Context: an optimization exercise on an open-source flow, tuned for small area, a short achievable clock period and few clock cycles per item. The choices shown serve that exercise and are no tape-out recipe.
No functional check of the RTL was part of this run.
Power figures rest on the tool's default switching activity, not on a simulated workload.

==> design/flow/design.v <==
`timescale 1ns/100ps
package cov_pkg;
    typedef enum logic [1:0] {
        OP_CLEAR  = 2'd0,    
        OP_MEAN   = 2'd1,    
        OP_SAMPLE = 2'd2,    
        OP_RSVD   = 2'd3     
    } cov_op_e;
endpackage
`timescale 1ns/100ps
module cov_add
#(
    parameter int W = 8
) (
    input  logic [W-1:0] a,
    input  logic [W-1:0] b,
    input  logic         cin,
    output logic [W-1:0] s
);
    localparam int L = $clog2(W);
    logic [W-1:0] g [L+1];
    logic [W-1:0] p [L+1];
    always_comb begin
        g[0] = a & b;
        p[0] = a ^ b;
        g[0][0] = (a[0] & b[0]) | (p[0][0] & cin);
        for (int l = 0; l < L; l++) begin
            for (int i = 0; i < W; i++) begin
                if (((i >> l) & 1) == 1) begin
                    g[l+1][i] = g[l][i] | (p[l][i] & g[l][((i >> l) << l) - 1]);
                    p[l+1][i] = p[l][i] & p[l][((i >> l) << l) - 1];
                end else begin
                    g[l+1][i] = g[l][i];
                    p[l+1][i] = p[l][i];
                end
            end
        end
        s = p[0] ^ {g[L][W-2:0], cin};
    end
endmodule
module cov_decode
(
    input  logic                  clk,
    input  logic                  arst_n,
    input  logic [33:0]           in_cmd,
    input  logic                  accept,
    output logic                  bad_cmd,
    output logic                  s_valid,    
    output logic                  s_start,    
    output logic                  s_last,     
    output logic signed [16:0]    s_dx,       
    output logic [7:0]            s_neg,      
    output logic [7:0]            s_one,
    output logic [7:0]            s_two,
    output logic                  last_take   
);
    logic [1:0]         op;
    logic [15:0]        x, y;
    logic [15:0]        mean_x;
    logic [2:0]         cnt;        
    logic               take;
    logic [16:0]        dx;
    logic [16:0]        yb;         
    assign op   = in_cmd[33:32];
    assign x    = in_cmd[31:16];
    assign y    = in_cmd[15:0];
    assign take = accept & (op == cov_pkg::OP_SAMPLE);
    assign last_take = take & (cnt == 3'd7);
    assign yb   = {y, 1'b0};
    cov_add #(.W(17)) i_sub (
        .a   ({x[15], x}),
        .b   (~{mean_x[15], mean_x}),
        .cin (1'b1),
        .s   (dx)
    );
    always_ff @(posedge clk or negedge arst_n) begin
        if (!arst_n) begin
            mean_x  <= '0;
            cnt     <= '0;
            bad_cmd <= 1'b0;
            s_valid <= 1'b0;
            s_start <= 1'b0;
        end else begin
            bad_cmd <= accept & (op == cov_pkg::OP_RSVD);
            s_valid <= take;
            s_start <= take & (cnt == 3'd0);
            if (accept & (op == cov_pkg::OP_MEAN)) mean_x <= x;
            if (accept & (op == cov_pkg::OP_CLEAR)) cnt <= '0;
            else if (take) cnt <= cnt + 3'd1;      
        end
    end
    always_ff @(posedge clk) begin
        s_last  <= (cnt == 3'd7);
        s_dx    <= dx;
        for (int j = 0; j < 8; j++) begin
            s_neg[j] <= take & yb[2*j+2];
            s_one[j] <= take & (yb[2*j+1] ^ yb[2*j]);
            s_two[j] <= take & ((yb[2*j+2] & ~yb[2*j+1] & ~yb[2*j]) | (~yb[2*j+2] & yb[2*j+1] & yb[2*j]));
        end
    end
endmodule
`timescale 1ns/100ps
module cov_execute
(
    input  logic                  clk,
    input  logic                  arst_n,
    input  logic                  s_valid,
    input  logic                  s_start,
    input  logic                  s_last,
    input  logic signed [16:0]    s_dx,
    input  logic [7:0]            s_neg,
    input  logic [7:0]            s_one,
    input  logic [7:0]            s_two,
    output logic [34:0]           acc_s,     
    output logic [34:0]           acc_c,
    output logic                  done       
);
    localparam logic [34:0] K8 = 35'h2aab00000;
    logic [34:0] base_s, base_c, rs, rc;
    assign base_s = s_start ? K8 : acc_s;
    assign base_c = s_start ? 35'd0 : acc_c;
    cov_mac i_mac (
        .b_neg (s_neg),
        .b_one (s_one),
        .b_two (s_two),
        .dx    (s_dx),
        .v     (s_valid),
        .a0    (base_s),
        .a1    (base_c),
        .rs    (rs),
        .rc    (rc)
    );
    always_ff @(posedge clk) begin
        acc_s <= rs;
        acc_c <= rc;
    end
    always_ff @(posedge clk or negedge arst_n) begin
        if (!arst_n) done <= 1'b0;
        else         done <= s_valid & s_last;
    end
endmodule
`timescale 1ns/100ps
module cov_mac (
    input  logic [7:0] b_neg, b_one, b_two,
    input  logic [16:0] dx,
    input  logic v,
    input  logic [34:0] a0,
    input  logic [34:0] a1,
    output logic [34:0] rs,
    output logic [34:0] rc
);
    wire pp1 = (b_one[0] & dx[0]) ^ b_neg[0];
    wire pp2 = ((b_one[0] & dx[1]) | (b_two[0] & dx[0])) ^ b_neg[0];
    wire pp3 = ((b_one[0] & dx[2]) | (b_two[0] & dx[1])) ^ b_neg[0];
    wire pp4 = ((b_one[0] & dx[3]) | (b_two[0] & dx[2])) ^ b_neg[0];
    wire pp5 = ((b_one[0] & dx[4]) | (b_two[0] & dx[3])) ^ b_neg[0];
    wire pp6 = ((b_one[0] & dx[5]) | (b_two[0] & dx[4])) ^ b_neg[0];
    wire pp7 = ((b_one[0] & dx[6]) | (b_two[0] & dx[5])) ^ b_neg[0];
    wire pp8 = ((b_one[0] & dx[7]) | (b_two[0] & dx[6])) ^ b_neg[0];
    wire pp9 = ((b_one[0] & dx[8]) | (b_two[0] & dx[7])) ^ b_neg[0];
    wire pp10 = ((b_one[0] & dx[9]) | (b_two[0] & dx[8])) ^ b_neg[0];
    wire pp11 = ((b_one[0] & dx[10]) | (b_two[0] & dx[9])) ^ b_neg[0];
    wire pp12 = ((b_one[0] & dx[11]) | (b_two[0] & dx[10])) ^ b_neg[0];
    wire pp13 = ((b_one[0] & dx[12]) | (b_two[0] & dx[11])) ^ b_neg[0];
    wire pp14 = ((b_one[0] & dx[13]) | (b_two[0] & dx[12])) ^ b_neg[0];
    wire pp15 = ((b_one[0] & dx[14]) | (b_two[0] & dx[13])) ^ b_neg[0];
    wire pp16 = ((b_one[0] & dx[15]) | (b_two[0] & dx[14])) ^ b_neg[0];
    wire pp17 = ((b_one[0] & dx[16]) | (b_two[0] & dx[15])) ^ b_neg[0];
    wire pp18 = ((b_one[0] & dx[16]) | (b_two[0] & dx[16])) ^ b_neg[0];
    wire ps19 = ~pp18 & v;
    wire pp20 = (b_one[1] & dx[0]) ^ b_neg[1];
    wire pp21 = ((b_one[1] & dx[1]) | (b_two[1] & dx[0])) ^ b_neg[1];
    wire pp22 = ((b_one[1] & dx[2]) | (b_two[1] & dx[1])) ^ b_neg[1];
    wire pp23 = ((b_one[1] & dx[3]) | (b_two[1] & dx[2])) ^ b_neg[1];
    wire pp24 = ((b_one[1] & dx[4]) | (b_two[1] & dx[3])) ^ b_neg[1];
    wire pp25 = ((b_one[1] & dx[5]) | (b_two[1] & dx[4])) ^ b_neg[1];
    wire pp26 = ((b_one[1] & dx[6]) | (b_two[1] & dx[5])) ^ b_neg[1];
    wire pp27 = ((b_one[1] & dx[7]) | (b_two[1] & dx[6])) ^ b_neg[1];
    wire pp28 = ((b_one[1] & dx[8]) | (b_two[1] & dx[7])) ^ b_neg[1];
    wire pp29 = ((b_one[1] & dx[9]) | (b_two[1] & dx[8])) ^ b_neg[1];
    wire pp30 = ((b_one[1] & dx[10]) | (b_two[1] & dx[9])) ^ b_neg[1];
    wire pp31 = ((b_one[1] & dx[11]) | (b_two[1] & dx[10])) ^ b_neg[1];
    wire pp32 = ((b_one[1] & dx[12]) | (b_two[1] & dx[11])) ^ b_neg[1];
    wire pp33 = ((b_one[1] & dx[13]) | (b_two[1] & dx[12])) ^ b_neg[1];
    wire pp34 = ((b_one[1] & dx[14]) | (b_two[1] & dx[13])) ^ b_neg[1];
    wire pp35 = ((b_one[1] & dx[15]) | (b_two[1] & dx[14])) ^ b_neg[1];
    wire pp36 = ((b_one[1] & dx[16]) | (b_two[1] & dx[15])) ^ b_neg[1];
    wire pp37 = ((b_one[1] & dx[16]) | (b_two[1] & dx[16])) ^ b_neg[1];
    wire ps38 = ~pp37 & v;
    wire pp39 = (b_one[2] & dx[0]) ^ b_neg[2];
    wire pp40 = ((b_one[2] & dx[1]) | (b_two[2] & dx[0])) ^ b_neg[2];
    wire pp41 = ((b_one[2] & dx[2]) | (b_two[2] & dx[1])) ^ b_neg[2];
    wire pp42 = ((b_one[2] & dx[3]) | (b_two[2] & dx[2])) ^ b_neg[2];
    wire pp43 = ((b_one[2] & dx[4]) | (b_two[2] & dx[3])) ^ b_neg[2];
    wire pp44 = ((b_one[2] & dx[5]) | (b_two[2] & dx[4])) ^ b_neg[2];
    wire pp45 = ((b_one[2] & dx[6]) | (b_two[2] & dx[5])) ^ b_neg[2];
    wire pp46 = ((b_one[2] & dx[7]) | (b_two[2] & dx[6])) ^ b_neg[2];
    wire pp47 = ((b_one[2] & dx[8]) | (b_two[2] & dx[7])) ^ b_neg[2];
    wire pp48 = ((b_one[2] & dx[9]) | (b_two[2] & dx[8])) ^ b_neg[2];
    wire pp49 = ((b_one[2] & dx[10]) | (b_two[2] & dx[9])) ^ b_neg[2];
    wire pp50 = ((b_one[2] & dx[11]) | (b_two[2] & dx[10])) ^ b_neg[2];
    wire pp51 = ((b_one[2] & dx[12]) | (b_two[2] & dx[11])) ^ b_neg[2];
    wire pp52 = ((b_one[2] & dx[13]) | (b_two[2] & dx[12])) ^ b_neg[2];
    wire pp53 = ((b_one[2] & dx[14]) | (b_two[2] & dx[13])) ^ b_neg[2];
    wire pp54 = ((b_one[2] & dx[15]) | (b_two[2] & dx[14])) ^ b_neg[2];
    wire pp55 = ((b_one[2] & dx[16]) | (b_two[2] & dx[15])) ^ b_neg[2];
    wire pp56 = ((b_one[2] & dx[16]) | (b_two[2] & dx[16])) ^ b_neg[2];
    wire ps57 = ~pp56 & v;
    wire pp58 = (b_one[3] & dx[0]) ^ b_neg[3];
    wire pp59 = ((b_one[3] & dx[1]) | (b_two[3] & dx[0])) ^ b_neg[3];
    wire pp60 = ((b_one[3] & dx[2]) | (b_two[3] & dx[1])) ^ b_neg[3];
    wire pp61 = ((b_one[3] & dx[3]) | (b_two[3] & dx[2])) ^ b_neg[3];
    wire pp62 = ((b_one[3] & dx[4]) | (b_two[3] & dx[3])) ^ b_neg[3];
    wire pp63 = ((b_one[3] & dx[5]) | (b_two[3] & dx[4])) ^ b_neg[3];
    wire pp64 = ((b_one[3] & dx[6]) | (b_two[3] & dx[5])) ^ b_neg[3];
    wire pp65 = ((b_one[3] & dx[7]) | (b_two[3] & dx[6])) ^ b_neg[3];
    wire pp66 = ((b_one[3] & dx[8]) | (b_two[3] & dx[7])) ^ b_neg[3];
    wire pp67 = ((b_one[3] & dx[9]) | (b_two[3] & dx[8])) ^ b_neg[3];
    wire pp68 = ((b_one[3] & dx[10]) | (b_two[3] & dx[9])) ^ b_neg[3];
    wire pp69 = ((b_one[3] & dx[11]) | (b_two[3] & dx[10])) ^ b_neg[3];
    wire pp70 = ((b_one[3] & dx[12]) | (b_two[3] & dx[11])) ^ b_neg[3];
    wire pp71 = ((b_one[3] & dx[13]) | (b_two[3] & dx[12])) ^ b_neg[3];
    wire pp72 = ((b_one[3] & dx[14]) | (b_two[3] & dx[13])) ^ b_neg[3];
    wire pp73 = ((b_one[3] & dx[15]) | (b_two[3] & dx[14])) ^ b_neg[3];
    wire pp74 = ((b_one[3] & dx[16]) | (b_two[3] & dx[15])) ^ b_neg[3];
    wire pp75 = ((b_one[3] & dx[16]) | (b_two[3] & dx[16])) ^ b_neg[3];
    wire ps76 = ~pp75 & v;
    wire pp77 = (b_one[4] & dx[0]) ^ b_neg[4];
    wire pp78 = ((b_one[4] & dx[1]) | (b_two[4] & dx[0])) ^ b_neg[4];
    wire pp79 = ((b_one[4] & dx[2]) | (b_two[4] & dx[1])) ^ b_neg[4];
    wire pp80 = ((b_one[4] & dx[3]) | (b_two[4] & dx[2])) ^ b_neg[4];
    wire pp81 = ((b_one[4] & dx[4]) | (b_two[4] & dx[3])) ^ b_neg[4];
    wire pp82 = ((b_one[4] & dx[5]) | (b_two[4] & dx[4])) ^ b_neg[4];
    wire pp83 = ((b_one[4] & dx[6]) | (b_two[4] & dx[5])) ^ b_neg[4];
    wire pp84 = ((b_one[4] & dx[7]) | (b_two[4] & dx[6])) ^ b_neg[4];
    wire pp85 = ((b_one[4] & dx[8]) | (b_two[4] & dx[7])) ^ b_neg[4];
    wire pp86 = ((b_one[4] & dx[9]) | (b_two[4] & dx[8])) ^ b_neg[4];
    wire pp87 = ((b_one[4] & dx[10]) | (b_two[4] & dx[9])) ^ b_neg[4];
    wire pp88 = ((b_one[4] & dx[11]) | (b_two[4] & dx[10])) ^ b_neg[4];
    wire pp89 = ((b_one[4] & dx[12]) | (b_two[4] & dx[11])) ^ b_neg[4];
    wire pp90 = ((b_one[4] & dx[13]) | (b_two[4] & dx[12])) ^ b_neg[4];
    wire pp91 = ((b_one[4] & dx[14]) | (b_two[4] & dx[13])) ^ b_neg[4];
    wire pp92 = ((b_one[4] & dx[15]) | (b_two[4] & dx[14])) ^ b_neg[4];
    wire pp93 = ((b_one[4] & dx[16]) | (b_two[4] & dx[15])) ^ b_neg[4];
    wire pp94 = ((b_one[4] & dx[16]) | (b_two[4] & dx[16])) ^ b_neg[4];
    wire ps95 = ~pp94 & v;
    wire pp96 = (b_one[5] & dx[0]) ^ b_neg[5];
    wire pp97 = ((b_one[5] & dx[1]) | (b_two[5] & dx[0])) ^ b_neg[5];
    wire pp98 = ((b_one[5] & dx[2]) | (b_two[5] & dx[1])) ^ b_neg[5];
    wire pp99 = ((b_one[5] & dx[3]) | (b_two[5] & dx[2])) ^ b_neg[5];
    wire pp100 = ((b_one[5] & dx[4]) | (b_two[5] & dx[3])) ^ b_neg[5];
    wire pp101 = ((b_one[5] & dx[5]) | (b_two[5] & dx[4])) ^ b_neg[5];
    wire pp102 = ((b_one[5] & dx[6]) | (b_two[5] & dx[5])) ^ b_neg[5];
    wire pp103 = ((b_one[5] & dx[7]) | (b_two[5] & dx[6])) ^ b_neg[5];
    wire pp104 = ((b_one[5] & dx[8]) | (b_two[5] & dx[7])) ^ b_neg[5];
    wire pp105 = ((b_one[5] & dx[9]) | (b_two[5] & dx[8])) ^ b_neg[5];
    wire pp106 = ((b_one[5] & dx[10]) | (b_two[5] & dx[9])) ^ b_neg[5];
    wire pp107 = ((b_one[5] & dx[11]) | (b_two[5] & dx[10])) ^ b_neg[5];
    wire pp108 = ((b_one[5] & dx[12]) | (b_two[5] & dx[11])) ^ b_neg[5];
    wire pp109 = ((b_one[5] & dx[13]) | (b_two[5] & dx[12])) ^ b_neg[5];
    wire pp110 = ((b_one[5] & dx[14]) | (b_two[5] & dx[13])) ^ b_neg[5];
    wire pp111 = ((b_one[5] & dx[15]) | (b_two[5] & dx[14])) ^ b_neg[5];
    wire pp112 = ((b_one[5] & dx[16]) | (b_two[5] & dx[15])) ^ b_neg[5];
    wire pp113 = ((b_one[5] & dx[16]) | (b_two[5] & dx[16])) ^ b_neg[5];
    wire ps114 = ~pp113 & v;
    wire pp115 = (b_one[6] & dx[0]) ^ b_neg[6];
    wire pp116 = ((b_one[6] & dx[1]) | (b_two[6] & dx[0])) ^ b_neg[6];
    wire pp117 = ((b_one[6] & dx[2]) | (b_two[6] & dx[1])) ^ b_neg[6];
    wire pp118 = ((b_one[6] & dx[3]) | (b_two[6] & dx[2])) ^ b_neg[6];
    wire pp119 = ((b_one[6] & dx[4]) | (b_two[6] & dx[3])) ^ b_neg[6];
    wire pp120 = ((b_one[6] & dx[5]) | (b_two[6] & dx[4])) ^ b_neg[6];
    wire pp121 = ((b_one[6] & dx[6]) | (b_two[6] & dx[5])) ^ b_neg[6];
    wire pp122 = ((b_one[6] & dx[7]) | (b_two[6] & dx[6])) ^ b_neg[6];
    wire pp123 = ((b_one[6] & dx[8]) | (b_two[6] & dx[7])) ^ b_neg[6];
    wire pp124 = ((b_one[6] & dx[9]) | (b_two[6] & dx[8])) ^ b_neg[6];
    wire pp125 = ((b_one[6] & dx[10]) | (b_two[6] & dx[9])) ^ b_neg[6];
    wire pp126 = ((b_one[6] & dx[11]) | (b_two[6] & dx[10])) ^ b_neg[6];
    wire pp127 = ((b_one[6] & dx[12]) | (b_two[6] & dx[11])) ^ b_neg[6];
    wire pp128 = ((b_one[6] & dx[13]) | (b_two[6] & dx[12])) ^ b_neg[6];
    wire pp129 = ((b_one[6] & dx[14]) | (b_two[6] & dx[13])) ^ b_neg[6];
    wire pp130 = ((b_one[6] & dx[15]) | (b_two[6] & dx[14])) ^ b_neg[6];
    wire pp131 = ((b_one[6] & dx[16]) | (b_two[6] & dx[15])) ^ b_neg[6];
    wire pp132 = ((b_one[6] & dx[16]) | (b_two[6] & dx[16])) ^ b_neg[6];
    wire ps133 = ~pp132 & v;
    wire pp134 = (b_one[7] & dx[0]) ^ b_neg[7];
    wire pp135 = ((b_one[7] & dx[1]) | (b_two[7] & dx[0])) ^ b_neg[7];
    wire pp136 = ((b_one[7] & dx[2]) | (b_two[7] & dx[1])) ^ b_neg[7];
    wire pp137 = ((b_one[7] & dx[3]) | (b_two[7] & dx[2])) ^ b_neg[7];
    wire pp138 = ((b_one[7] & dx[4]) | (b_two[7] & dx[3])) ^ b_neg[7];
    wire pp139 = ((b_one[7] & dx[5]) | (b_two[7] & dx[4])) ^ b_neg[7];
    wire pp140 = ((b_one[7] & dx[6]) | (b_two[7] & dx[5])) ^ b_neg[7];
    wire pp141 = ((b_one[7] & dx[7]) | (b_two[7] & dx[6])) ^ b_neg[7];
    wire pp142 = ((b_one[7] & dx[8]) | (b_two[7] & dx[7])) ^ b_neg[7];
    wire pp143 = ((b_one[7] & dx[9]) | (b_two[7] & dx[8])) ^ b_neg[7];
    wire pp144 = ((b_one[7] & dx[10]) | (b_two[7] & dx[9])) ^ b_neg[7];
    wire pp145 = ((b_one[7] & dx[11]) | (b_two[7] & dx[10])) ^ b_neg[7];
    wire pp146 = ((b_one[7] & dx[12]) | (b_two[7] & dx[11])) ^ b_neg[7];
    wire pp147 = ((b_one[7] & dx[13]) | (b_two[7] & dx[12])) ^ b_neg[7];
    wire pp148 = ((b_one[7] & dx[14]) | (b_two[7] & dx[13])) ^ b_neg[7];
    wire pp149 = ((b_one[7] & dx[15]) | (b_two[7] & dx[14])) ^ b_neg[7];
    wire pp150 = ((b_one[7] & dx[16]) | (b_two[7] & dx[15])) ^ b_neg[7];
    wire pp151 = ((b_one[7] & dx[16]) | (b_two[7] & dx[16])) ^ b_neg[7];
    wire ps152 = ~pp151 & v;
    wire s153, c154;
    cov_fa u_s153 (.a(b_neg[0]), .b(a0[0]), .c(a1[0]), .s(s153), .co(c154));
    wire s155, c156;
    cov_fa u_s155 (.a(a0[1]), .b(a1[1]), .c(pp2), .s(s155), .co(c156));
    wire s157, c158;
    cov_fa u_s157 (.a(b_neg[1]), .b(a0[2]), .c(a1[2]), .s(s157), .co(c158));
    wire s159, c160;
    cov_fa u_s159 (.a(pp3), .b(pp20), .c(s157), .s(s159), .co(c160));
    wire s161, c162;
    cov_fa u_s161 (.a(a0[3]), .b(a1[3]), .c(pp4), .s(s161), .co(c162));
    wire s163, c164;
    cov_fa u_s163 (.a(pp21), .b(c158), .c(s161), .s(s163), .co(c164));
    wire s165, c166;
    cov_fa u_s165 (.a(b_neg[2]), .b(a0[4]), .c(a1[4]), .s(s165), .co(c166));
    wire s167, c168;
    cov_fa u_s167 (.a(pp5), .b(pp22), .c(pp39), .s(s167), .co(c168));
    wire s169, c170;
    cov_fa u_s169 (.a(s165), .b(c162), .c(s167), .s(s169), .co(c170));
    wire s171, c172;
    cov_fa u_s171 (.a(a0[5]), .b(a1[5]), .c(pp6), .s(s171), .co(c172));
    wire s173, c174;
    cov_fa u_s173 (.a(pp23), .b(pp40), .c(c166), .s(s173), .co(c174));
    wire s175, c176;
    cov_fa u_s175 (.a(c168), .b(s171), .c(s173), .s(s175), .co(c176));
    wire s177, c178;
    cov_fa u_s177 (.a(b_neg[3]), .b(a0[6]), .c(a1[6]), .s(s177), .co(c178));
    wire s179, c180;
    cov_fa u_s179 (.a(pp7), .b(pp24), .c(pp41), .s(s179), .co(c180));
    wire s181, c182;
    cov_fa u_s181 (.a(pp58), .b(s177), .c(c172), .s(s181), .co(c182));
    wire s183, c184;
    cov_fa u_s183 (.a(c174), .b(s179), .c(s181), .s(s183), .co(c184));
    wire s185, c186;
    cov_fa u_s185 (.a(a0[7]), .b(a1[7]), .c(pp8), .s(s185), .co(c186));
    wire s187, c188;
    cov_fa u_s187 (.a(pp25), .b(pp42), .c(pp59), .s(s187), .co(c188));
    wire s189, c190;
    cov_fa u_s189 (.a(c178), .b(c180), .c(s185), .s(s189), .co(c190));
    wire s191, c192;
    cov_fa u_s191 (.a(s187), .b(c182), .c(s189), .s(s191), .co(c192));
    wire s193, c194;
    cov_fa u_s193 (.a(b_neg[4]), .b(a0[8]), .c(a1[8]), .s(s193), .co(c194));
    wire s195, c196;
    cov_fa u_s195 (.a(pp9), .b(pp26), .c(pp43), .s(s195), .co(c196));
    wire s197, c198;
    cov_fa u_s197 (.a(pp60), .b(pp77), .c(s193), .s(s197), .co(c198));
    wire s199, c200;
    cov_fa u_s199 (.a(c186), .b(c188), .c(s195), .s(s199), .co(c200));
    wire s201, c202;
    cov_fa u_s201 (.a(s197), .b(c190), .c(s199), .s(s201), .co(c202));
    wire s203, c204;
    cov_fa u_s203 (.a(a0[9]), .b(a1[9]), .c(pp10), .s(s203), .co(c204));
    wire s205, c206;
    cov_fa u_s205 (.a(pp27), .b(pp44), .c(pp61), .s(s205), .co(c206));
    wire s207, c208;
    cov_fa u_s207 (.a(pp78), .b(c194), .c(c196), .s(s207), .co(c208));
    wire s209, c210;
    cov_fa u_s209 (.a(s203), .b(s205), .c(c198), .s(s209), .co(c210));
    wire s211, c212;
    cov_fa u_s211 (.a(c200), .b(s207), .c(s209), .s(s211), .co(c212));
    wire s213, c214;
    cov_fa u_s213 (.a(b_neg[5]), .b(a0[10]), .c(a1[10]), .s(s213), .co(c214));
    wire s215, c216;
    cov_fa u_s215 (.a(pp11), .b(pp28), .c(pp45), .s(s215), .co(c216));
    wire s217, c218;
    cov_fa u_s217 (.a(pp62), .b(pp79), .c(pp96), .s(s217), .co(c218));
    wire s219, c220;
    cov_fa u_s219 (.a(s213), .b(c204), .c(c206), .s(s219), .co(c220));
    wire s221, c222;
    cov_fa u_s221 (.a(s215), .b(s217), .c(c208), .s(s221), .co(c222));
    wire s223, c224;
    cov_fa u_s223 (.a(s219), .b(c210), .c(s221), .s(s223), .co(c224));
    wire s225, c226;
    cov_fa u_s225 (.a(a0[11]), .b(a1[11]), .c(pp12), .s(s225), .co(c226));
    wire s227, c228;
    cov_fa u_s227 (.a(pp29), .b(pp46), .c(pp63), .s(s227), .co(c228));
    wire s229, c230;
    cov_fa u_s229 (.a(pp80), .b(pp97), .c(c214), .s(s229), .co(c230));
    wire s231, c232;
    cov_fa u_s231 (.a(c216), .b(c218), .c(s225), .s(s231), .co(c232));
    wire s233, c234;
    cov_fa u_s233 (.a(s227), .b(s229), .c(c220), .s(s233), .co(c234));
    wire s235, c236;
    cov_fa u_s235 (.a(s231), .b(c222), .c(s233), .s(s235), .co(c236));
    wire s237, c238;
    cov_fa u_s237 (.a(b_neg[6]), .b(a0[12]), .c(a1[12]), .s(s237), .co(c238));
    wire s239, c240;
    cov_fa u_s239 (.a(pp13), .b(pp30), .c(pp47), .s(s239), .co(c240));
    wire s241, c242;
    cov_fa u_s241 (.a(pp64), .b(pp81), .c(pp98), .s(s241), .co(c242));
    wire s243, c244;
    cov_fa u_s243 (.a(pp115), .b(s237), .c(c226), .s(s243), .co(c244));
    wire s245, c246;
    cov_fa u_s245 (.a(c228), .b(c230), .c(s239), .s(s245), .co(c246));
    wire s247, c248;
    cov_fa u_s247 (.a(s241), .b(c232), .c(s243), .s(s247), .co(c248));
    wire s249, c250;
    cov_fa u_s249 (.a(s245), .b(c234), .c(s247), .s(s249), .co(c250));
    wire s251, c252;
    cov_fa u_s251 (.a(a0[13]), .b(a1[13]), .c(pp14), .s(s251), .co(c252));
    wire s253, c254;
    cov_fa u_s253 (.a(pp31), .b(pp48), .c(pp65), .s(s253), .co(c254));
    wire s255, c256;
    cov_fa u_s255 (.a(pp82), .b(pp99), .c(pp116), .s(s255), .co(c256));
    wire s257, c258;
    cov_fa u_s257 (.a(c238), .b(c240), .c(c242), .s(s257), .co(c258));
    wire s259, c260;
    cov_fa u_s259 (.a(s251), .b(s253), .c(s255), .s(s259), .co(c260));
    wire s261, c262;
    cov_fa u_s261 (.a(c244), .b(c246), .c(s257), .s(s261), .co(c262));
    wire s263, c264;
    cov_fa u_s263 (.a(s259), .b(c248), .c(s261), .s(s263), .co(c264));
    wire s265, c266;
    cov_fa u_s265 (.a(b_neg[7]), .b(a0[14]), .c(a1[14]), .s(s265), .co(c266));
    wire s267, c268;
    cov_fa u_s267 (.a(pp15), .b(pp32), .c(pp49), .s(s267), .co(c268));
    wire s269, c270;
    cov_fa u_s269 (.a(pp66), .b(pp83), .c(pp100), .s(s269), .co(c270));
    wire s271, c272;
    cov_fa u_s271 (.a(pp117), .b(pp134), .c(s265), .s(s271), .co(c272));
    wire s273, c274;
    cov_fa u_s273 (.a(c252), .b(c254), .c(c256), .s(s273), .co(c274));
    wire s275, c276;
    cov_fa u_s275 (.a(s267), .b(s269), .c(c258), .s(s275), .co(c276));
    wire s277, c278;
    cov_fa u_s277 (.a(s271), .b(c260), .c(s273), .s(s277), .co(c278));
    wire s279, c280;
    cov_fa u_s279 (.a(c262), .b(s275), .c(s277), .s(s279), .co(c280));
    wire s281, c282;
    cov_fa u_s281 (.a(a0[15]), .b(a1[15]), .c(pp16), .s(s281), .co(c282));
    wire s283, c284;
    cov_fa u_s283 (.a(pp33), .b(pp50), .c(pp67), .s(s283), .co(c284));
    wire s285, c286;
    cov_fa u_s285 (.a(pp84), .b(pp101), .c(pp118), .s(s285), .co(c286));
    wire s287, c288;
    cov_fa u_s287 (.a(pp135), .b(c266), .c(c268), .s(s287), .co(c288));
    wire s289, c290;
    cov_fa u_s289 (.a(c270), .b(s281), .c(s283), .s(s289), .co(c290));
    wire s291, c292;
    cov_fa u_s291 (.a(s285), .b(c272), .c(c274), .s(s291), .co(c292));
    wire s293, c294;
    cov_fa u_s293 (.a(s287), .b(s289), .c(c276), .s(s293), .co(c294));
    wire s295, c296;
    cov_fa u_s295 (.a(c278), .b(s291), .c(s293), .s(s295), .co(c296));
    wire s297, c298;
    cov_fa u_s297 (.a(a0[16]), .b(a1[16]), .c(pp17), .s(s297), .co(c298));
    wire s299, c300;
    cov_fa u_s299 (.a(pp34), .b(pp51), .c(pp68), .s(s299), .co(c300));
    wire s301, c302;
    cov_fa u_s301 (.a(pp85), .b(pp102), .c(pp119), .s(s301), .co(c302));
    wire s303, c304;
    cov_fa u_s303 (.a(pp136), .b(c282), .c(c284), .s(s303), .co(c304));
    wire s305, c306;
    cov_fa u_s305 (.a(c286), .b(s297), .c(s299), .s(s305), .co(c306));
    wire s307, c308;
    cov_fa u_s307 (.a(s301), .b(c288), .c(c290), .s(s307), .co(c308));
    wire s309, c310;
    cov_fa u_s309 (.a(s303), .b(s305), .c(c292), .s(s309), .co(c310));
    wire s311, c312;
    cov_fa u_s311 (.a(s307), .b(c294), .c(s309), .s(s311), .co(c312));
    wire s313, c314;
    cov_fa u_s313 (.a(a0[17]), .b(a1[17]), .c(pp35), .s(s313), .co(c314));
    wire s315, c316;
    cov_fa u_s315 (.a(pp52), .b(pp69), .c(pp86), .s(s315), .co(c316));
    wire s317, c318;
    cov_fa u_s317 (.a(pp103), .b(pp120), .c(pp137), .s(s317), .co(c318));
    wire s319, c320;
    cov_fa u_s319 (.a(ps19), .b(c298), .c(c300), .s(s319), .co(c320));
    wire s321, c322;
    cov_fa u_s321 (.a(c302), .b(s313), .c(s315), .s(s321), .co(c322));
    wire s323, c324;
    cov_fa u_s323 (.a(s317), .b(c304), .c(c306), .s(s323), .co(c324));
    wire s325, c326;
    cov_fa u_s325 (.a(s319), .b(s321), .c(c308), .s(s325), .co(c326));
    wire s327, c328;
    cov_fa u_s327 (.a(s323), .b(c310), .c(s325), .s(s327), .co(c328));
    wire s329, c330;
    cov_fa u_s329 (.a(a0[18]), .b(a1[18]), .c(pp36), .s(s329), .co(c330));
    wire s331, c332;
    cov_fa u_s331 (.a(pp53), .b(pp70), .c(pp87), .s(s331), .co(c332));
    wire s333, c334;
    cov_fa u_s333 (.a(pp104), .b(pp121), .c(pp138), .s(s333), .co(c334));
    wire s335, c336;
    cov_fa u_s335 (.a(c314), .b(c316), .c(c318), .s(s335), .co(c336));
    wire s337, c338;
    cov_fa u_s337 (.a(s329), .b(s331), .c(s333), .s(s337), .co(c338));
    wire s339, c340;
    cov_fa u_s339 (.a(c320), .b(c322), .c(s335), .s(s339), .co(c340));
    wire s341, c342;
    cov_fa u_s341 (.a(s337), .b(c324), .c(s339), .s(s341), .co(c342));
    wire s343, c344;
    cov_fa u_s343 (.a(c326), .b(s341), .c(c328), .s(s343), .co(c344));
    wire s345, c346;
    cov_fa u_s345 (.a(a0[19]), .b(a1[19]), .c(pp54), .s(s345), .co(c346));
    wire s347, c348;
    cov_fa u_s347 (.a(pp71), .b(pp88), .c(pp105), .s(s347), .co(c348));
    wire s349, c350;
    cov_fa u_s349 (.a(pp122), .b(pp139), .c(ps38), .s(s349), .co(c350));
    wire s351, c352;
    cov_fa u_s351 (.a(c330), .b(c332), .c(c334), .s(s351), .co(c352));
    wire s353, c354;
    cov_fa u_s353 (.a(s345), .b(s347), .c(s349), .s(s353), .co(c354));
    wire s355, c356;
    cov_fa u_s355 (.a(c336), .b(c338), .c(s351), .s(s355), .co(c356));
    wire s357, c358;
    cov_fa u_s357 (.a(s353), .b(c340), .c(s355), .s(s357), .co(c358));
    wire s359, c360;
    cov_fa u_s359 (.a(c342), .b(s357), .c(c344), .s(s359), .co(c360));
    wire s361, c362;
    cov_fa u_s361 (.a(a0[20]), .b(a1[20]), .c(pp55), .s(s361), .co(c362));
    wire s363, c364;
    cov_fa u_s363 (.a(pp72), .b(pp89), .c(pp106), .s(s363), .co(c364));
    wire s365, c366;
    cov_fa u_s365 (.a(pp123), .b(pp140), .c(c346), .s(s365), .co(c366));
    wire s367, c368;
    cov_fa u_s367 (.a(c348), .b(c350), .c(s361), .s(s367), .co(c368));
    wire s369, c370;
    cov_fa u_s369 (.a(s363), .b(c352), .c(s365), .s(s369), .co(c370));
    wire s371, c372;
    cov_fa u_s371 (.a(c354), .b(s367), .c(c356), .s(s371), .co(c372));
    wire s373, c374;
    cov_fa u_s373 (.a(s369), .b(c358), .c(s371), .s(s373), .co(c374));
    wire s375, c376;
    cov_fa u_s375 (.a(a0[21]), .b(a1[21]), .c(pp73), .s(s375), .co(c376));
    wire s377, c378;
    cov_fa u_s377 (.a(pp90), .b(pp107), .c(pp124), .s(s377), .co(c378));
    wire s379, c380;
    cov_fa u_s379 (.a(pp141), .b(ps57), .c(c362), .s(s379), .co(c380));
    wire s381, c382;
    cov_fa u_s381 (.a(c364), .b(s375), .c(s377), .s(s381), .co(c382));
    wire s383, c384;
    cov_fa u_s383 (.a(c366), .b(c368), .c(s379), .s(s383), .co(c384));
    wire s385, c386;
    cov_fa u_s385 (.a(s381), .b(c370), .c(s383), .s(s385), .co(c386));
    wire s387, c388;
    cov_fa u_s387 (.a(c372), .b(s385), .c(c374), .s(s387), .co(c388));
    wire s389, c390;
    cov_fa u_s389 (.a(a0[22]), .b(a1[22]), .c(pp74), .s(s389), .co(c390));
    wire s391, c392;
    cov_fa u_s391 (.a(pp91), .b(pp108), .c(pp125), .s(s391), .co(c392));
    wire s393, c394;
    cov_fa u_s393 (.a(pp142), .b(c376), .c(c378), .s(s393), .co(c394));
    wire s395, c396;
    cov_fa u_s395 (.a(s389), .b(s391), .c(c380), .s(s395), .co(c396));
    wire s397, c398;
    cov_fa u_s397 (.a(c382), .b(s393), .c(c384), .s(s397), .co(c398));
    wire s399, c400;
    cov_fa u_s399 (.a(s395), .b(c386), .c(s397), .s(s399), .co(c400));
    wire s401, c402;
    cov_fa u_s401 (.a(a0[23]), .b(a1[23]), .c(pp92), .s(s401), .co(c402));
    wire s403, c404;
    cov_fa u_s403 (.a(pp109), .b(pp126), .c(pp143), .s(s403), .co(c404));
    wire s405, c406;
    cov_fa u_s405 (.a(ps76), .b(c390), .c(c392), .s(s405), .co(c406));
    wire s407, c408;
    cov_fa u_s407 (.a(s401), .b(s403), .c(c394), .s(s407), .co(c408));
    wire s409, c410;
    cov_fa u_s409 (.a(s405), .b(c396), .c(s407), .s(s409), .co(c410));
    wire s411, c412;
    cov_fa u_s411 (.a(c398), .b(s409), .c(c400), .s(s411), .co(c412));
    wire s413, c414;
    cov_fa u_s413 (.a(a0[24]), .b(a1[24]), .c(pp93), .s(s413), .co(c414));
    wire s415, c416;
    cov_fa u_s415 (.a(pp110), .b(pp127), .c(pp144), .s(s415), .co(c416));
    wire s417, c418;
    cov_fa u_s417 (.a(c402), .b(c404), .c(s413), .s(s417), .co(c418));
    wire s419, c420;
    cov_fa u_s419 (.a(s415), .b(c406), .c(s417), .s(s419), .co(c420));
    wire s421, c422;
    cov_fa u_s421 (.a(c408), .b(s419), .c(c410), .s(s421), .co(c422));
    wire s423, c424;
    cov_fa u_s423 (.a(a0[25]), .b(a1[25]), .c(pp111), .s(s423), .co(c424));
    wire s425, c426;
    cov_fa u_s425 (.a(pp128), .b(pp145), .c(ps95), .s(s425), .co(c426));
    wire s427, c428;
    cov_fa u_s427 (.a(c414), .b(c416), .c(s423), .s(s427), .co(c428));
    wire s429, c430;
    cov_fa u_s429 (.a(s425), .b(c418), .c(s427), .s(s429), .co(c430));
    wire s431, c432;
    cov_fa u_s431 (.a(c420), .b(s429), .c(c422), .s(s431), .co(c432));
    wire s433, c434;
    cov_fa u_s433 (.a(a0[26]), .b(a1[26]), .c(pp112), .s(s433), .co(c434));
    wire s435, c436;
    cov_fa u_s435 (.a(pp129), .b(pp146), .c(c424), .s(s435), .co(c436));
    wire s437, c438;
    cov_fa u_s437 (.a(c426), .b(s433), .c(c428), .s(s437), .co(c438));
    wire s439, c440;
    cov_fa u_s439 (.a(s435), .b(c430), .c(s437), .s(s439), .co(c440));
    wire s441, c442;
    cov_fa u_s441 (.a(a0[27]), .b(a1[27]), .c(pp130), .s(s441), .co(c442));
    wire s443, c444;
    cov_fa u_s443 (.a(pp147), .b(ps114), .c(c434), .s(s443), .co(c444));
    wire s445, c446;
    cov_fa u_s445 (.a(s441), .b(c436), .c(s443), .s(s445), .co(c446));
    wire s447, c448;
    cov_fa u_s447 (.a(c438), .b(s445), .c(c440), .s(s447), .co(c448));
    wire s449, c450;
    cov_fa u_s449 (.a(a0[28]), .b(a1[28]), .c(pp131), .s(s449), .co(c450));
    wire s451, c452;
    cov_fa u_s451 (.a(pp148), .b(c442), .c(s449), .s(s451), .co(c452));
    wire s453, c454;
    cov_fa u_s453 (.a(c444), .b(s451), .c(c446), .s(s453), .co(c454));
    wire s455, c456;
    cov_fa u_s455 (.a(a0[29]), .b(a1[29]), .c(pp149), .s(s455), .co(c456));
    wire s457, c458;
    cov_fa u_s457 (.a(ps133), .b(c450), .c(s455), .s(s457), .co(c458));
    wire s459, c460;
    cov_fa u_s459 (.a(c452), .b(s457), .c(c454), .s(s459), .co(c460));
    wire s461, c462;
    cov_fa u_s461 (.a(a0[30]), .b(a1[30]), .c(pp150), .s(s461), .co(c462));
    wire s463, c464;
    cov_fa u_s463 (.a(c456), .b(s461), .c(c458), .s(s463), .co(c464));
    wire s465, c466;
    cov_fa u_s465 (.a(a0[31]), .b(a1[31]), .c(ps152), .s(s465), .co(c466));
    wire s467, c468;
    cov_fa u_s467 (.a(c462), .b(s465), .c(c464), .s(s467), .co(c468));
    wire s469, c470;
    cov_fa u_s469 (.a(a0[32]), .b(a1[32]), .c(c466), .s(s469), .co(c470));
    wire s471, c472;
    cov_fa u_s471 (.a(a0[33]), .b(a1[33]), .c(c470), .s(s471), .co(c472));
    wire s473, c474;
    cov_fa u_s473 (.a(a0[34]), .b(a1[34]), .c(c472), .s(s473), .co(c474));
    assign rs = {s473, s471, c468, s467, c460, s459, c448, s447, c432, s431, c412, s411, c388, s387, c360, s359, s343, c312, c296, c280, c264, c250, c236, c224, c212, c202, c192, c184, c176, c170, c164, c160, c156, c154, pp1};
    assign rc = {1'b0, 1'b0, s469, 1'b0, s463, 1'b0, s453, 1'b0, s439, 1'b0, s421, 1'b0, s399, 1'b0, s373, 1'b0, 1'b0, s327, s311, s295, s279, s263, s249, s235, s223, s211, s201, s191, s183, s175, s169, s163, s159, s155, s153};
endmodule
module cov_fa (input logic a, input logic b, input logic c, output logic s, output logic co);
    assign s  = a ^ b ^ c;
    assign co = (a & b) | (a & c) | (b & c);
endmodule
module cov_ha (input logic a, input logic b, output logic s, output logic co);
    assign s  = a ^ b;
    assign co = a & b;
endmodule
`timescale 1ns/100ps
module cov_result
(
    input  logic                  clk,
    input  logic                  arst_n,
    input  logic [34:0]           acc_s,     
    input  logic [34:0]           acc_c,
    input  logic                  done,      
    input  logic                  fill,      
    output logic [32:0]           cov,
    output logic                  out_valid,
    input  logic                  out_ready,
    output logic                  hold       
);
    localparam int KD    = 3;               
    localparam int STEPS = 12 / KD;
    typedef enum logic [1:0] {
        S_IDLE = 2'd0,
        S_DIV  = 2'd1,
        S_INC  = 2'd2,
        S_OUT  = 2'd3
    } div_state_e;
    function automatic logic [5:0] dstep(input logic [2:0] r, input logic [2:0] d);
        logic [2:0] q, n;
        q[2] = (r[2]) | (r[1] & r[0] & d[2]);
        q[1] = (r[1] & ~r[0]) | (r[1] & ~d[2]) | (r[2] & r[0] & d[1]) | (r[2] & r[0] & d[2]) | (~r[1] & r[0] & d[2] & d[1]);
        q[0] = (~r[2] & r[0] & ~d[2]) | (r[2] & ~r[0] & d[2]) | (r[0] & ~d[2] & ~d[1]) | (r[2] & r[1] & d[1]) | (r[1] & ~r[0] & d[2] & d[1]) | (~r[2] & ~r[1] & r[0] & ~d[1]) | (r[2] & r[1] & d[0]) | (r[2] & ~r[0] & d[1] & d[0]) | (~r[0] & d[2] & d[1] & d[0]) | (r[1] & ~r[0] & d[2] & d[0]);
        n[2] = (~r[2] & ~r[1] & d[2] & ~d[1]) | (~r[2] & r[1] & ~d[2] & d[1]) | (r[2] & ~r[1] & ~d[2] & ~d[1]) | (r[2] & d[2] & d[1] & d[0]) | (r[2] & r[0] & d[2] & d[1]) | (r[2] & ~d[2] & ~d[1] & ~d[0]) | (r[2] & r[1] & d[2] & d[1]) | (r[2] & r[1] & d[2] & d[0]) | (r[1] & r[0] & ~d[2] & d[0]) | (~r[2] & ~r[0] & d[2] & ~d[1] & ~d[0]) | (~r[2] & r[0] & ~d[2] & d[1] & d[0]) | (~r[2] & ~r[1] & ~r[0] & d[2] & ~d[0]) | (r[2] & ~r[1] & ~r[0] & ~d[2] & ~d[0]);
        n[1] = (r[1] & ~r[0] & ~d[1] & ~d[0]) | (~r[1] & ~r[0] & d[1] & ~d[0]) | (~r[1] & r[0] & ~d[1] & d[0]) | (r[1] & d[2] & d[1] & d[0]) | (r[2] & r[0] & d[2] & ~d[1]) | (r[2] & r[1] & d[1] & d[0]) | (r[1] & r[0] & d[2] & d[1]) | (r[1] & ~d[2] & ~d[1] & ~d[0]) | (r[1] & r[0] & d[1] & d[0]) | (~r[2] & ~r[1] & ~r[0] & ~d[2] & d[1]) | (~r[2] & r[1] & ~r[0] & ~d[2] & ~d[1]) | (r[2] & ~r[1] & d[2] & ~d[1] & d[0]) | (~r[2] & ~r[1] & ~d[2] & d[1] & ~d[0]);
        n[0] = (~r[2] & ~r[0] & ~d[2] & d[0]) | (~r[2] & r[0] & ~d[2] & ~d[0]) | (r[2] & ~r[0] & d[2] & ~d[0]) | (r[0] & d[2] & d[1] & d[0]) | (r[2] & r[0] & d[1] & d[0]) | (r[0] & ~d[2] & ~d[1] & ~d[0]) | (r[2] & r[1] & d[1] & ~d[0]) | (r[2] & r[0] & d[2] & d[0]) | (r[1] & r[0] & d[2] & d[0]) | (~r[2] & ~r[1] & r[0] & ~d[1] & ~d[0]) | (~r[2] & ~r[1] & ~r[0] & ~d[1] & d[0]) | (r[1] & ~r[0] & d[2] & d[1] & ~d[0]) | (~r[1] & ~r[0] & ~d[2] & ~d[1] & d[0]);
        dstep = {q, n};
    endfunction
    div_state_e       state, state_next;
    logic [1:0]       step;
    logic [35:0]      w;          
    logic [2:0]       r;          
    logic             neg;        
    logic [3*KD-1:0]  qd;         
    logic [2:0]       rq;         
    logic [34:0]      sum;
    logic [32:0]      w_inc;
    logic             pend;       
    logic             load;
    logic             pend_next;
    logic             up;         
    cov_add #(.W(35)) i_cpa (.a(acc_s), .b(acc_c), .cin(1'b0), .s(sum));
    always_comb begin
        logic [2:0] rr;
        rr = r;
        for (int j = 0; j < KD; j++) begin
            {qd[3*KD-1-3*j -: 3], rr} = dstep(rr, w[35-3*j -: 3]);
        end
        rq = rr;
    end
    always_comb begin
        logic [8:0] ga;       
        logic       pre;      
        logic       in;       
        for (int g = 0; g < 9; g++) ga[g] = &w[4*g +: 4];
        for (int i = 0; i < 33; i++) begin
            pre = 1'b1;
            for (int g = 0; g < i / 4; g++) pre = pre & ga[g];
            in = 1'b1;
            for (int k = 4 * (i / 4); k < i; k++) in = in & w[k];
            w_inc[i] = w[i] ^ (pre & in);
        end
    end
    assign up        = r != 3'd0;       
    assign load      = (pend | done) & (state == S_IDLE);
    assign pend_next = (pend | done) & ~load;
    always_comb begin
        state_next = state;
        unique case (state)
            S_DIV:   if (step == 2'(STEPS - 1)) state_next = neg ? S_INC : S_OUT;
            S_INC:   state_next = S_OUT;
            S_OUT:   if (out_ready) state_next = S_IDLE;
            default: state_next = S_IDLE;
        endcase
        if (load) state_next = S_DIV;
    end
    always_ff @(posedge clk or negedge arst_n) begin
        if (!arst_n) begin
            state     <= S_IDLE;
            step      <= '0;
            pend      <= 1'b0;
            out_valid <= 1'b0;
            hold      <= 1'b0;
        end else begin
            state     <= state_next;
            step      <= (state == S_DIV) ? step + 2'd1 : 2'd0;
            pend      <= pend_next;
            out_valid <= (state_next == S_OUT);
            hold      <= (state_next != S_IDLE) & (pend_next | fill);
        end
    end
    always_ff @(posedge clk) begin
        unique case (state)
            S_IDLE: begin
                w   <= {sum[34], sum};
                r   <= sum[34] ? 3'd6 : 3'd0;
                neg <= sum[34];
            end
            S_DIV: begin
                w   <= {w[35-3*KD:0], qd};
                r   <= rq;
            end
            S_INC:   if (up) w[32:0] <= w_inc;
            default: ;
        endcase
    end
    assign cov = w[32:0];
endmodule
`timescale 1ns/100ps
module cov_top
#(
    parameter int NUM_SAMPLES = 8
) (
    input  logic        clk,
    input  logic        arst_n,
    input  logic [33:0] in_cmd,      
    input  logic        in_valid,
    output logic        in_ready,
    output logic [63:0] out_res,     
    output logic        out_valid,
    input  logic        out_ready,
    output logic        bad_cmd      
);
    logic               accept;
    logic               hold;
    logic               s_valid, s_start, s_last;
    logic signed [16:0] s_dx;
    logic [7:0]         s_neg, s_one, s_two;
    logic               last_take;
    logic [34:0]        acc_s, acc_c;
    logic               done;
    logic [32:0]        cov;
    logic               fill;
    assign in_ready = ~hold;
    assign accept   = in_valid & ~hold;
    assign fill     = last_take | (s_valid & s_last);
    cov_decode i_decode (
        .clk       (clk),
        .arst_n    (arst_n),
        .in_cmd    (in_cmd),
        .accept    (accept),
        .bad_cmd   (bad_cmd),
        .s_valid   (s_valid),
        .s_start   (s_start),
        .s_last    (s_last),
        .s_dx      (s_dx),
        .s_neg     (s_neg),
        .s_one     (s_one),
        .s_two     (s_two),
        .last_take (last_take)
    );
    cov_execute i_execute (
        .clk     (clk),
        .arst_n  (arst_n),
        .s_valid (s_valid),
        .s_start (s_start),
        .s_last  (s_last),
        .s_dx    (s_dx),
        .s_neg   (s_neg),
        .s_one   (s_one),
        .s_two   (s_two),
        .acc_s   (acc_s),
        .acc_c   (acc_c),
        .done    (done)
    );
    cov_result i_result (
        .clk       (clk),
        .arst_n    (arst_n),
        .acc_s     (acc_s),
        .acc_c     (acc_c),
        .done      (done),
        .fill      (fill),
        .cov       (cov),
        .out_valid (out_valid),
        .out_ready (out_ready),
        .hold      (hold)
    );
    assign out_res = {{15{cov[32]}}, cov, 16'(NUM_SAMPLES)};
endmodule
==> design/flow/flow/run.sh <==
#!/bin/bash
# The standard layout, with plain buffers (sky130_fd_sc_hd__buf_2) on the
# ports instead of the delay cells buffer_ports picks by itself.
set -euo pipefail
export BUFFER_PORTS_ARGS="-buffer_cell sky130_fd_sc_hd__buf_2"
bash standard.sh > standard.log 2>&1
==> design/flow/standard.sh <==
#!/bin/bash
# synth_recipe.tcl (not shown) runs the flow's synth.tcl, then flattens the netlist and writes it again
# the make line also repeats each setting of config.mk as NAME=value (left out here)
make -C /OpenROAD-flow-scripts/flow DESIGN_CONFIG=/design/flow/config.mk WORK_HOME=/design/flow/orfs CLKGATE_MAP_FILE= SYNTH_SCRIPT=/design/flow/synth_recipe.tcl "${@:-finish}"
==> design/flow/config.mk <==
export PLATFORM = sky130hd
export DESIGN_NAME = cov_top
export DESIGN_NICKNAME = cov_top
export VERILOG_FILES = /design/flow/design.v
export SDC_FILE = /design/flow/constraint.sdc
export NUM_CORES = 4
export LEC_CHECK = 0
export ABC_AREA = 1
export CAP_MARGIN = 20
export CORE_MARGIN = 2
export CORE_UTILIZATION = 60
export CTS_BUF_LIST = sky130_fd_sc_hd__clkbuf_8
export SETUP_SLACK_MARGIN = 4.8
export SLEW_MARGIN = 20
export SYNTH_HIERARCHICAL = 1
==> design/flow/constraint.sdc <==
create_clock -name core_clock -period 8.0 [get_ports {clk}]
set_input_delay 1.6000 -clock core_clock [delete_from_list [all_inputs] [get_ports {clk}]]
set_output_delay 1.6000 -clock core_clock [all_outputs]
set_load 0.01 [all_outputs]
==> out/summary.md <==
The final weighted congestion in routability-driven placement is 0.942, and the maximum fanout along the worst path is 17. Setup violations remaining at the end of the flow were counted as 0. Top routing layer in use: met4. The maximum single-stage delay on the critical path was 0.51 ns; the arrival time at the worst endpoint was 4.23 ns.

The logs give 14100 for the via count of the first global-routing pass and 0 for the number of pins exceeding their max-slew limit in the final report. STA classifies the critical path endpoint as a register. After floorplanning, the core was sized to cover 30700 um2. The power density over the cells is 349 nW/um2, and the sum of routed wire length over all layers is 45000 um. Across all register-to-register paths, the minimum setup slack is 4.24 ns.

The proportion of register bits with asynchronous set or reset after synthesis works out to 0.165. The cell count after synthesis came out at 2439. The via count was 14400. Using the TritonRoute via totals, the vias-per-cell ratio works out to 5.17. The tools report the origin of the worst min-delay path as i_decode.s_last. Hold repair after CTS inserted 0 buffers.

The H-tree generated during clock tree synthesis spans 4 levels. fa_1 takes more of the synthesized area than any other cell. Counting along the longest clock path gives a buffer depth of 2. After legalization and detailed placement, the total HPWL measured 34200 um.

Leaving out fill and tap cells, the most frequent cells in the layout are 740 x nand2_1, 267 x inv_1, 190 x nor2_1, 138 x xor2_1, 125 x fa_1. The worst slew margin relative to its limit was 0.351; the wire length per cell after detailed routing was 16.1 um. Static leakage power: 10.7 nW. The detailed router finished its first iteration with 962 violations. After detailed placement, the design holds a cell count of 2703. Across the routed clock network, the largest skew measured is 0.0203 ns. Counting flops with a built-in enable in the synthesized netlist gives 40. In the routed design, unresolved DRC markers number 0. Traced cell by cell, the critical path runs through nand2_1 -> nand2_1 -> xor2_1 -> fa_1 -> fa_2 -> fa_2 -> fa_1 -> fa_2 -> fa_2 -> fa_2.

The worst register-to-register path begins at i_decode.s_two[1]. For the clock group share of total power, the log shows 0.103. Setup repair after global routing could not meet its margin everywhere.

Yosys mapped the design onto 50 distinct sky130hd cell types. After clock tree synthesis, the clock-pin slew on the worst setup and hold paths is 0.11 ns. For the first-pass GRT wire length, the log shows 73300 um. The path with the worst hold slack has its endpoint at i_execute.done.

Shortest period the worst path allows: 3.76 ns. The run gives 0.627 as the proportion of power drawn by combinational gates. The cell repeated most along the worst path is fa_2.

The period utilization is 0.470, and the cell internal power dissipation is 3.32 mW. Post-synthesis average cell area: 7.70 um2. Overall global routing resource usage: 0.284.

The effective utilization at floorplan was 0.612. Adding up every negative setup slack in the final design gives 0 ns. The fraction of layout instances using a drive strength above 1 came out at 0.166. The first detailed-routing pass took 8 iterations. Switching part of the total power: 0.510.

After detailed routing, the wire length on met1 is 19300 um. The worst register-to-register path ends at i_execute.acc_s[19]. For this design the total switching power over the nets is 3.46 mW. The total I/O pin count was 105. For the pin with the worst max-slew slack, the measured transition is 0.972 ns.

The CTS buffer count is 17. The critical path in this run is classified as register to register. The buffers plus inverters on the worst setup path is 0. Family of cells with the greatest summed delay on the critical path: adder cells. The classification of the worst-slack hold path is register to register.

The critical path's slowest cell was fa_2. In the synthesized netlist the dominant register cell turns out to be dfxtp_1. After floorplanning, the core was divided into 64 placement rows. The routed design uses 2550 um of met3 wire. By area the synthesized netlist is led by fa_1 18%, nand2_1 15%, dfxtp_1 12%. The final non-filler cell total was 2794; the TritonCTS sink count was 182. For the final layout net count, the log shows 2658. The depth of the worst register-to-register path was 10. The area growth from synthesis to layout is 3.45%.

The flow ran to the end and the layout has no timing, DRC or antenna violations. TritonCTS built the clock tree. For this run, the number of Yosys warnings is 15. The number of antenna violations at the first check in global routing came out at 1. Entering global routing, the biggest net connects 43 pins. The tools report the peak supply drop as 0.232 mV. STA classifies the critical path startpoint as a register. Once detail routing completed, the nets flagged for antenna violations numbered 0.

Counting flops and latches in the post-synthesis netlist gives 182. The y dimension of the die was 181 um. The clock latency on the worst-skew pair was 0.53 ns; the fraction of power consumed by sequential logic was 0.271. The die outline area is 32700 um2. Clock tree synthesis selected as its root buffer the cell clkbuf_8. The quantity of I/O buffers inserted on ports works out to 88. The die is 181 um wide. The tool flagged a number of max-cap violations equal to 0.

The hold violation count in the final report is 0. The cell depth of the worst min-delay path works out to 2. The portion of synthesized cell area occupied by the leading cell type was 0.185. For this run the aggregate overflow at the end of global routing stands at 0. The required time of the critical path is 8.47 ns, and the maximum frequency from static timing analysis is 266 MHz. In the detailed route, the total length drawn on met2 is 21700 um. The mapped netlist covers 18800 um2. The sequential cell area fraction in the yosys report came out at 0.223.

The commonest non-fill, non-tap cell in the layout was nand2_1.
## worst register-to-register path, delay by kind of cell (launching register included)
kind / cells / cell delay, ns
fa+ha+maj: 7 / 2.87
flops: 1 / 0.49
xor+xnor: 1 / 0.18
simple gates: 2 / 0.16
## power groups by stage
stage	Combinational [mW]	Sequential [mW]	Clock, mW
global placement	3.85	1.88	0
global route	4.87	1.88	0.748
finish	4.24	1.83	0.696
detailed placement	3.95	1.89	0
CTS	4.09	1.84	0.711
floorplan	4.13	1.54	0
## registers in the layout, summed over array words and instances, names as in the netlist, 2 cells and up
register and flops:
i_result.w 36, i_execute.acc_c 35, i_execute.acc_s 35, i_decode.s_dx 17, i_decode.mean_x 16, i_decode.s_neg 8
i_decode.s_one 8, i_decode.s_two 8, i_decode.cnt 3, i_result.r 3, i_result.state 2, i_result.step 2
## cell type report
type | instances | area (um2)
Antenna cell | 2 | 5.00
Clock buffer | 17 | 234
Clock inverter | 15 | 208
Fill cell | 2757 | 11300
Inverter | 280 | 1070
Multi-Input combinational cell | 1747 | 12000
Sequential cell | 182 | 4320
Tap cell | 396 | 495
Timing Repair Buffer | 155 | 1070
## Yosys stat by module (local to each module, per instance), a selection
module / flops+latches / cells / times used
cov_execute: 71 / 221 / 1
cov_top: 0 / 39 / 1
cov_fa: 0 / 1 / 161
cov_mac: 0 / 722 / 1
cov_decode: 64 / 241 / 1
cov_result: 47 / 630 / 1
## layer usage
metal	global-route usage	up-vias
li1	-	7146
met1	0.367	6755
met2	0.477	470
met3	0.0415	76
met4	0.116	0
met5	0	-
## cells in the mapped netlist, types with 26 or more instances
library cell and n:
nand2_1 754, inv_1 272, nor2_1 204, buf_4 177
fa_1 173, xor2_1 148, a21oi_1 112, dfxtp_1 112
nand3_1 83, ha_1 64, buf_6 53, edfxtp_1 40
dfrtp_1 30, o21ai_0 26
## cells by family (layout without fill, tap and decap cells)
family / Yosys count / count (layout) / share of synthesized area
other cells: 5 / 30 / 0.00100
buf+inv: 533 / 467 / 0.164
flops: 182 / 182 / 0.223
simple gates: 1126 / 1126 / 0.249
xor+xnor: 172 / 172 / 0.0803
fa+ha+maj: 237 / 237 / 0.227
compound gates: 184 / 184 / 0.0553
## metrics by stage
stage               hold slack (ns)  area (um2)  total power [mW]  utilization  setup slack (ns)
finish                        0.422       19400              6.77        0.633              4.24
global route                  0.455       19400              7.49        0.633              4.15
CTS                           0.425       19000              6.64        0.618              4.23
detailed placement            0.411       18000              5.84        0.588              3.68
global placement              0.406       18000              5.73        0.588              3.69
floorplan                     0.401       19100              5.67            -              4.25
## worst max path at each step
stage                                 start             endpoint  depth (start not counted)
after CTS                  i_decode.s_start  i_execute.acc_s[19]                          9
after floorplan           i_decode.s_two[3]  i_execute.acc_s[19]                         13
final                     i_decode.s_two[1]  i_execute.acc_s[19]                         10
after global routing       i_decode.s_start  i_execute.acc_s[19]                          9
after detailed placement  i_decode.s_neg[1]  i_execute.acc_s[19]                          8
after global placement    i_decode.s_neg[1]  i_execute.acc_s[19]                          8
## repair_timing
item                                    in CTS  in global routing
endpoints found under the setup margin      49                 35
buffers inserted                            22                 33
pin swaps                                    6                 19
gates cloned                                 1                  0
gates resized for setup                    105                 42

separate check: timing with driven ports:
In the flow no input, the clock included, has a driving cell. The finished layout below was timed again as built, in two steps.
Step 1 sets driving cells, clkbuf_16 on the clock port and buf_2 on the other inputs (assumed; they add their load-dependent delay and slew).
Step 2 adds t to the input delays and takes it off the output delays; t is the mean of the earliest and latest rising clock arrival at the registers after step 1. Input paths then give back, and output paths get back, about the clock's delay inside the block.
a / b / c = ideal / step 1 / step 2; a / b = the first two.
t (ns): 0.568
setup WS [ns]: 4.244 / 4.244 / 4.244
worst hold slack (ns): 0.422 / 0.422 / 0.422
clock arrival spread, ns: 0.022 / 0.022
After both steps this run still meets setup and hold. The setup slack of this run moves by 0.000 ns with the drivers and by 0.000 ns with both steps.
